Context: an optimization exercise on an open-source flow, tuned for small area. The choices shown serve that exercise and are no tape-out recipe. In this exercise RTL edits were held to simulation tests only and were not proved equivalent to the original. Power and IR drop assume default switching activity.

==> raven: inputs <==
==> flow/design.v <==
package vga_gfx_pkg;
   localparam logic [5:0] ADDR_INTCFG  = 6'h01;
   localparam logic [5:0] ADDR_YPOS    = 6'h02;
   localparam logic [5:0] ADDR_CTRL    = 6'h03;
   localparam logic [5:0] ADDR_PALIDX  = 6'h05;
   localparam logic [5:0] ADDR_PALDATA = 6'h06;
   localparam logic [5:0] ADDR_STATUS  = 6'h07;
   localparam logic [1:0] WR_BYTE = 2'b00;
   localparam logic [1:0] WR_HALF = 2'b01;
   localparam logic [1:0] WR_WORD = 2'b10;
   localparam logic [1:0] WR_NONE = 2'b11;
   typedef logic [5:0] colour_t;
   typedef enum logic {
      SWAP_IDLE,
      SWAP_PENDING
   } swap_state_t;
   function automatic integer npix(input integer buf_words, input integer bpp);
      npix = buf_words * 32 / bpp;
   endfunction
endpackage
module vga_timing_gfx (
   input  logic        clk,
   input  logic        rst_n,
   output logic [10:0] x,
   output logic [4:0]  y_hi,
   output logic [5:0]  y_lo,
   output logic        hsync,
   output logic        vsync,
   output logic        blank
);
   logic [9:0] y;
   logic       x_end, y_end;
   assign x_end = x[10] & x[8] & (&x[5:0]);
   assign y_end = y[9] & y[8] & y[5] & y[2] & y[0];
   always_ff @(posedge clk) begin
      if (!rst_n) begin
         x <= '0;
         y <= '0;
      end else if (x_end) begin
         x <= '0;
         y <= y_end ? '0 : y + 10'd1;
      end else begin
         x <= x + 11'd1;
      end
   end
   always_comb begin
      y_hi  = {1'b0, y[9:6]};
      y_lo  = y[5:0];
      blank = x[10] | (y[9] & y[8]);
      hsync = !((x >= 11'd1048) && (x < 11'd1184));
      vsync = !((y >= 10'd771) && (y < 10'd777));
   end
endmodule
module vga_gfx_dbuf (
   input  logic        clk,
   input  logic        rst_n,
   input  logic        wr_en,
   input  logic [1:0]  wr_size,
   input  logic [3:0]  word,
   input  logic [31:0] wr_data,
   input  logic        rd_en,
   output logic [31:0] rd_data,
   input  logic        swap,
   input  logic [7:0]  pix,
   output logic [1:0]  pix_idx,
   output logic        front
);
   logic [31:0] mem [32];
   logic [31:0] wd;
   logic [31:0] en0, en1, en2;
   logic [31:0] bsel, fsel;
   logic [31:0] front_word;
   logic        back, lane1, lane2;
   assign back  = ~front;
   assign wd    = wr_data & {32{rst_n}};
   assign lane1 = wr_size != vga_gfx_pkg::WR_BYTE;
   assign lane2 = wr_size == vga_gfx_pkg::WR_WORD;
   always_comb begin
      for (int k = 0; k < 32; k++) begin
         en0[k]  = !rst_n | (wr_en & (k[4] == back) & (word == k[3:0]));
         en1[k]  = !rst_n | (wr_en & lane1 & (k[4] == back) & (word == k[3:0]));
         en2[k]  = !rst_n | (wr_en & lane2 & (k[4] == back) & (word == k[3:0]));
         bsel[k] = rd_en & (k[4] == back) & (word == k[3:0]);
         fsel[k] = (k[4] == front) & (pix[7:4] == k[3:0]);
      end
   end
   always_ff @(posedge clk) begin
      for (int k = 0; k < 32; k++) begin
         if (en0[k]) mem[k][7:0]   <= wd[7:0];
         if (en1[k]) mem[k][15:8]  <= wd[15:8];
         if (en2[k]) mem[k][31:16] <= wd[31:16];
      end
   end
   always_ff @(posedge clk) begin
      if (!rst_n)    front <= 1'b0;
      else if (swap) front <= ~front;
   end
   logic [31:0] col [32];    
   always_comb begin
      for (int b = 0; b < 32; b++)
         for (int k = 0; k < 32; k++)
            col[b][k] = mem[k][b];
   end
   for (genvar b = 0; b < 32; b++) begin : g_rd
      vga_gfx_sel32 u_back  (.s(bsel), .d(col[b]), .y(rd_data[b]));
      vga_gfx_sel32 u_front (.s(fsel), .d(col[b]), .y(front_word[b]));
   end
   assign pix_idx = front_word[{pix[3:0], 1'b0} +: 2];
endmodule
module vga_gfx_sel32 (
   input  logic [31:0] s,
   input  logic [31:0] d,
   output logic        y
);
   logic [10:0] n;
   for (genvar g = 0; g < 10; g++) begin : g_aoi
      vga_gfx_aoi222 u_aoi (.a(s[3*g +: 3]), .b(d[3*g +: 3]), .y_n(n[g]));
   end
   assign n[10] = ~((s[30] & d[30]) | (s[31] & d[31]));
   assign y     = ~&n;
endmodule
module vga_gfx_aoi222 (
   input  logic [2:0] a,
   input  logic [2:0] b,
   output logic       y_n
);
   assign y_n = ~|(a & b);
endmodule
module vga_gfx_pal_dbuf
#(
   parameter int unsigned BPP          = 2,
   parameter int unsigned BUF_WORDS    = 16,
   parameter int unsigned PIX_LOG2_RST = 2
) (
   input  logic        clk,
   input  logic        rst_n,
   input  logic [7:0]  ui_in,
   output logic [7:0]  uo_out,
   input  logic [5:0]  address,
   input  logic [31:0] data_in,
   input  logic [1:0]  data_write_n,
   input  logic [1:0]  data_read_n,
   output logic [31:0] data_out,
   output logic        data_ready,
   output logic        user_interrupt
);
   logic [10:0] vga_x;
   logic [4:0]  vga_y_hi;
   logic [5:0]  vga_y_lo;
   logic        hsync, vsync, blank;
   logic [7:0]  cfg;
   logic [1:0]  pix_log2;
   logic [1:0]  pal_idx;
   logic [5:0]  palette [4];
   logic [1:0]  idx_r;
   logic        hsync_r, vsync_r;
   logic        line_irq, swap_irq;
   logic        swap_pending, do_swap;
   logic        wr, rd, buf_sel, line_hit, status_clr, pix_ok;
   logic [7:0]  p;
   logic [1:0]  pix_idx;
   logic [31:0] back_word;
   logic        front;
   logic [5:0]  colour;
   logic        unused_ok;
   assign unused_ok  = &{1'b0, ui_in};
   assign data_ready = 1'b1;
   vga_timing_gfx u_timing (
      .clk   (clk),
      .rst_n (rst_n),
      .x     (vga_x),
      .y_hi  (vga_y_hi),
      .y_lo  (vga_y_lo),
      .hsync (hsync),
      .vsync (vsync),
      .blank (blank)
   );
   vga_gfx_dbuf u_dbuf (
      .clk     (clk),
      .rst_n   (rst_n),
      .wr_en   (wr && buf_sel),
      .wr_size (data_write_n),
      .word    (address[5:2]),
      .wr_data (data_in),
      .rd_en   (buf_sel),
      .rd_data (back_word),
      .swap    (do_swap),
      .pix     (p),
      .pix_idx (pix_idx),
      .front   (front)
   );
   always_comb begin
      wr         = (data_write_n != vga_gfx_pkg::WR_NONE);
      rd         = (data_read_n != 2'b11);
      buf_sel    = (address[1:0] == 2'b00);
      status_clr = rd && (address == vga_gfx_pkg::ADDR_STATUS);
      case (pix_log2)
         2'd0:    p = vga_x[7:0];
         2'd1:    p = vga_x[8:1];
         2'd2:    p = vga_x[9:2];
         default: p = vga_x[10:3];
      endcase
      case (pix_log2)
         2'd0:    pix_ok = vga_x[10:8] == 3'd0;
         2'd1:    pix_ok = vga_x[10:9] == 2'd0;
         default: pix_ok = !vga_x[10];
      endcase
      pix_ok     = pix_ok && !blank;
      line_hit   = cfg[6] && ((vga_y_lo[3:0] | cfg[3:0]) == 4'hF) &&
                   (vga_x == {cfg[5:4] == 2'b00, cfg[5:4], 8'h00});
      do_swap    = swap_pending && blank;
   end
   always_ff @(posedge clk) begin
      if (!rst_n) begin
         cfg          <= '0;
         pix_log2     <= 2'(PIX_LOG2_RST);
         pal_idx      <= '0;
         for (int i = 0; i < 4; i++) palette[i] <= '0;
         idx_r        <= '0;
         hsync_r      <= 1'b0;
         vsync_r      <= 1'b0;
         line_irq     <= 1'b0;
         swap_irq     <= 1'b0;
         swap_pending <= 1'b0;
      end else begin
         if (wr && address == vga_gfx_pkg::ADDR_INTCFG) cfg <= data_in[7:0];
         if (wr && address == vga_gfx_pkg::ADDR_CTRL)   pix_log2 <= data_in[3:2];
         if (wr && address == vga_gfx_pkg::ADDR_PALIDX) pal_idx <= data_in[1:0];
         if (wr && address == vga_gfx_pkg::ADDR_PALDATA) begin
            palette[pal_idx] <= data_in[5:0];
            pal_idx          <= pal_idx + 1'b1;
         end
         idx_r   <= pix_ok ? pix_idx : 2'b00;
         hsync_r <= hsync;
         vsync_r <= vsync;
         line_irq <= line_hit | (line_irq & ~status_clr);
         swap_irq <= (do_swap & cfg[7]) | (swap_irq & ~status_clr);
         if (swap_pending)
            swap_pending <= !blank;
         else if (wr && address == vga_gfx_pkg::ADDR_CTRL && data_in[0])
            swap_pending <= 1'b1;
      end
   end
   always_comb begin
      colour         = palette[idx_r];
      uo_out         = {hsync_r, colour[0], colour[2], colour[4],
                        vsync_r, colour[1], colour[3], colour[5]};
      user_interrupt = line_irq | swap_irq;
   end
   always_comb begin
      data_out = '0;
      case (address)
         vga_gfx_pkg::ADDR_INTCFG:  data_out[7:0] = cfg;
         vga_gfx_pkg::ADDR_YPOS:    data_out[13:0] = {vga_y_hi, 3'b0, vga_y_lo};
         vga_gfx_pkg::ADDR_CTRL:    data_out[5:0] = {front, swap_pending, pix_log2, 2'b00};
         vga_gfx_pkg::ADDR_PALIDX:  data_out[1:0] = pal_idx;
         vga_gfx_pkg::ADDR_PALDATA: data_out[5:0] = palette[pal_idx];
         vga_gfx_pkg::ADDR_STATUS:  data_out[1:0] = {swap_irq, line_irq};
         default: ;
      endcase
      data_out = data_out | back_word;
   end
endmodule
==> flow/run.sh <==
#!/bin/bash
# synth_recipe.tcl (not shown) runs the flow's synth.tcl, then flattens the netlist and writes it again
# the make line also repeats each setting of config.mk as NAME=value (left out here)
make -C /OpenROAD-flow-scripts/flow DESIGN_CONFIG=/design/flow/config.mk WORK_HOME=/design/flow/orfs CLKGATE_MAP_FILE= SYNTH_SCRIPT=/design/flow/synth_recipe.tcl finish
==> flow/config.mk <==
export PLATFORM = sky130hd
export DESIGN_NAME = vga_gfx_pal_dbuf
export DESIGN_NICKNAME = vga_gfx_pal_dbuf
export VERILOG_FILES = /design/flow/design.v
export SDC_FILE = /design/flow/constraint.sdc
export NUM_CORES = 4
export LEC_CHECK = 0
export CAP_MARGIN = 0
export CORE_MARGIN = 2
export CORE_UTILIZATION = 70
export CTS_BUF_LIST = sky130_fd_sc_hd__clkbuf_16
export CTS_CLUSTER_DIAMETER = 80
export CTS_CLUSTER_SIZE = 24
export SLEW_MARGIN = 0
export SYNTH_HIERARCHICAL = 1
==> flow/constraint.sdc <==
create_clock -name core_clock -period 15.0 [get_ports {clk}]
set_input_delay 3.0000 -clock core_clock [delete_from_list [all_inputs] [get_ports {clk}]]
set_output_delay 3.0000 -clock core_clock [all_outputs]
set_load 0.01 [all_outputs]
==> cedar: changes against raven <==
--- a/flow/design.v
+++ b/flow/design.v
@@ -73,5 +73,5 @@
    logic        back, lane1, lane2;
    assign back  = ~front;
-   assign wd    = wr_data & {32{rst_n}};
+   assign wd    = wr_data;
    assign lane1 = wr_size != vga_gfx_pkg::WR_BYTE;
    assign lane2 = wr_size == vga_gfx_pkg::WR_WORD;
@@ -113,10 +113,15 @@
    output logic        y
 );
-   logic [10:0] n;
+   logic [11:0] n;
+   logic [2:0]  o;
    for (genvar g = 0; g < 10; g++) begin : g_aoi
       vga_gfx_aoi222 u_aoi (.a(s[3*g +: 3]), .b(d[3*g +: 3]), .y_n(n[g]));
    end
-   assign n[10] = ~((s[30] & d[30]) | (s[31] & d[31]));
-   assign y     = ~&n;
+   vga_gfx_nand2 u_nand30 (.a({s[30], d[30]}), .y(n[10]));
+   vga_gfx_nand2 u_nand31 (.a({s[31], d[31]}), .y(n[11]));
+   vga_gfx_nand4 u_nand0 (.a(n[3:0]), .y(o[0]));
+   vga_gfx_nand4 u_nand1 (.a(n[7:4]), .y(o[1]));
+   vga_gfx_nand4 u_nand2 (.a(n[11:8]), .y(o[2]));
+   assign y = |o;
 endmodule
 module vga_gfx_aoi222 (
@@ -126,4 +131,16 @@
 );
    assign y_n = ~|(a & b);
+endmodule
+module vga_gfx_nand4 (
+   input  logic [3:0] a,
+   output logic       y
+);
+   assign y = ~&a;
+endmodule
+module vga_gfx_nand2 (
+   input  logic [1:0] a,
+   output logic       y
+);
+   assign y = ~&a;
 endmodule
 module vga_gfx_pal_dbuf
@@ -164,4 +181,6 @@
    logic [5:0]  colour;
    logic        unused_ok;
+   logic [31:0] wd;
+   logic        cfg_en, pl_en, pal_en [4];
    assign unused_ok  = &{1'b0, ui_in};
    assign data_ready = 1'b1;
@@ -182,5 +201,5 @@
       .wr_size (data_write_n),
       .word    (address[5:2]),
-      .wr_data (data_in),
+      .wr_data (wd),
       .rd_en   (buf_sel),
       .rd_data (back_word),
@@ -211,10 +230,20 @@
       do_swap    = swap_pending && blank;
    end
+   always_comb begin
+      wd     = data_in & {32{rst_n}};
+      cfg_en = !rst_n || (wr && address == vga_gfx_pkg::ADDR_INTCFG);
+      pl_en  = !rst_n || (wr && address == vga_gfx_pkg::ADDR_CTRL);
+      for (int i = 0; i < 4; i++)
+         pal_en[i] = !rst_n || (wr && address == vga_gfx_pkg::ADDR_PALDATA && pal_idx == 2'(i));
+   end
+   always_ff @(posedge clk) begin
+      if (cfg_en) cfg <= wd[7:0];
+      if (pl_en)  pix_log2 <= wd[3:2] | ({2{!rst_n}} & 2'(PIX_LOG2_RST));
+      for (int i = 0; i < 4; i++)
+         if (pal_en[i]) palette[i] <= wd[5:0];
+   end
    always_ff @(posedge clk) begin
       if (!rst_n) begin
-         cfg          <= '0;
-         pix_log2     <= 2'(PIX_LOG2_RST);
          pal_idx      <= '0;
-         for (int i = 0; i < 4; i++) palette[i] <= '0;
          idx_r        <= '0;
          hsync_r      <= 1'b0;
@@ -224,11 +253,6 @@
          swap_pending <= 1'b0;
       end else begin
-         if (wr && address == vga_gfx_pkg::ADDR_INTCFG) cfg <= data_in[7:0];
-         if (wr && address == vga_gfx_pkg::ADDR_CTRL)   pix_log2 <= data_in[3:2];
-         if (wr && address == vga_gfx_pkg::ADDR_PALIDX) pal_idx <= data_in[1:0];
-         if (wr && address == vga_gfx_pkg::ADDR_PALDATA) begin
-            palette[pal_idx] <= data_in[5:0];
-            pal_idx          <= pal_idx + 1'b1;
-         end
+         if (wr && address == vga_gfx_pkg::ADDR_PALIDX)  pal_idx <= data_in[1:0];
+         if (wr && address == vga_gfx_pkg::ADDR_PALDATA) pal_idx <= pal_idx + 1'b1;
          idx_r   <= pix_ok ? pix_idx : 2'b00;
          hsync_r <= hsync;
==> flow/flow/run.sh (new file) <==
#!/bin/bash
# Standard ORFS layout (the standard.sh, standard synthesis) with two
# changes: port buffers use the smallest buffer cell, and CTS inserts no
# dummy loads (sink clusters of up to 16, clkbuf_8 only).
set -euo pipefail
bash standard.sh \
  "BUFFER_PORTS_ARGS=-buffer_cell sky130_fd_sc_hd__buf_1" \
  "CTS_ARGS=-sink_clustering_enable -repair_clock_nets -dont_use_dummy_load -buf_list sky130_fd_sc_hd__clkbuf_8 -sink_clustering_size 16 -sink_clustering_max_diameter 60" \
  finish > flow.log 2>&1
==> flow/standard.sh (new file) <==
#!/bin/bash
# synth_recipe.tcl (not shown) runs the flow's synth.tcl, then flattens the netlist and writes it again
# the make line also repeats each setting of config.mk as NAME=value (left out here)
make -C /OpenROAD-flow-scripts/flow DESIGN_CONFIG=/design/flow/config.mk WORK_HOME=/design/flow/orfs CLKGATE_MAP_FILE= SYNTH_SCRIPT=/design/flow/synth_recipe.tcl "${@:-finish}"
Settings changed: CAP_MARGIN 0 to 15, CTS_BUF_LIST sky130_fd_sc_hd__clkbuf_16 to sky130_fd_sc_hd__clkbuf_8, CTS_CLUSTER_DIAMETER 80 to 60, CTS_CLUSTER_SIZE 24 to 16, SLEW_MARGIN 0 to 15.
removed: flow/run.sh
==> summary.txt <==
Share of synthesized cell area in and, or, nand and nor gates: raven 7.52%; cedar 7.83%
Leakage power: raven 0.0157 uW; cedar 0.0150 uW
Post-Route Skew: raven 0.0251 ns; cedar 0.0847 ns
Clock network power consumption: raven 1560 uW; cedar 1360 uW
Sum of routed wire segments on met1: raven 43900 um; cedar 44200 um
Clock buffer count from CTS: raven 52; cedar 80
Total wire length after detailed routing: raven 147000 um; cedar 145000 um
Slew at the pin closest to its max-slew limit: raven 1.40 ns; cedar 1.27 ns
Layout Cells excl Fill: raven 3693; cedar 3748
Post-Syn Nets: raven 2688; cedar 2709
Relative contribution of the clock network to total power: raven 27.8%; cedar 25.2%
Final-layout fill cell count: raven 3630; cedar 3761
Fraction of final layout cells with drive strength greater than 1: raven 12.6%; cedar 11.7%
FFs & Latches: raven 1091; cedar 1089
Post-synthesis register bit count: raven 1091; cedar 1089
Number of H-tree levels: raven 2; cedar 3
Fraction of the mapped netlist area in adder cells: raven 0.112%; cedar 0.254%
Critical path depth: raven 11; cedar 10
Sequential share of cell area: raven 66.1%; cedar 67.7%
Routed vias: raven 33000; cedar 32900
Run status: raven finished clean; cedar finished clean
Cells on Worst Hold Path: raven 2; cedar 1

-- port drivers added, routing unchanged --
The flow's constraints put no driver on any port. The routed layouts listed below were extracted and timed again, unchanged, in two steps. Step 1 sets driving cells, clkbuf_16 on the clock port and buf_2 on the other inputs (assumed; they add their load-dependent delay and slew). Step 2 adds t to the input delays and takes it off the output delays; t is the mean of the earliest and latest rising clock arrival at the registers after step 1. Input paths then give back, and output paths get back, about the clock's delay inside the block. Slacks: ideal / step 1 / step 2; pairs: ideal / step 1.
run | t, ns | slack for setup (ns) | worst setup path at the end | worst register clock-pin slew, ns
raven | 0.724 | 4.293 / 4.266 / 4.266 | input to output | 0.10 / 0.10
cedar | 0.780 | 5.066 / 5.034 / 5.034 | input to output | 0.11 / 0.11
After both steps every run listed still meets setup and hold. The setup slack of cedar, which loses most, moves by -0.032 ns with the drivers and by -0.032 ns with both steps.
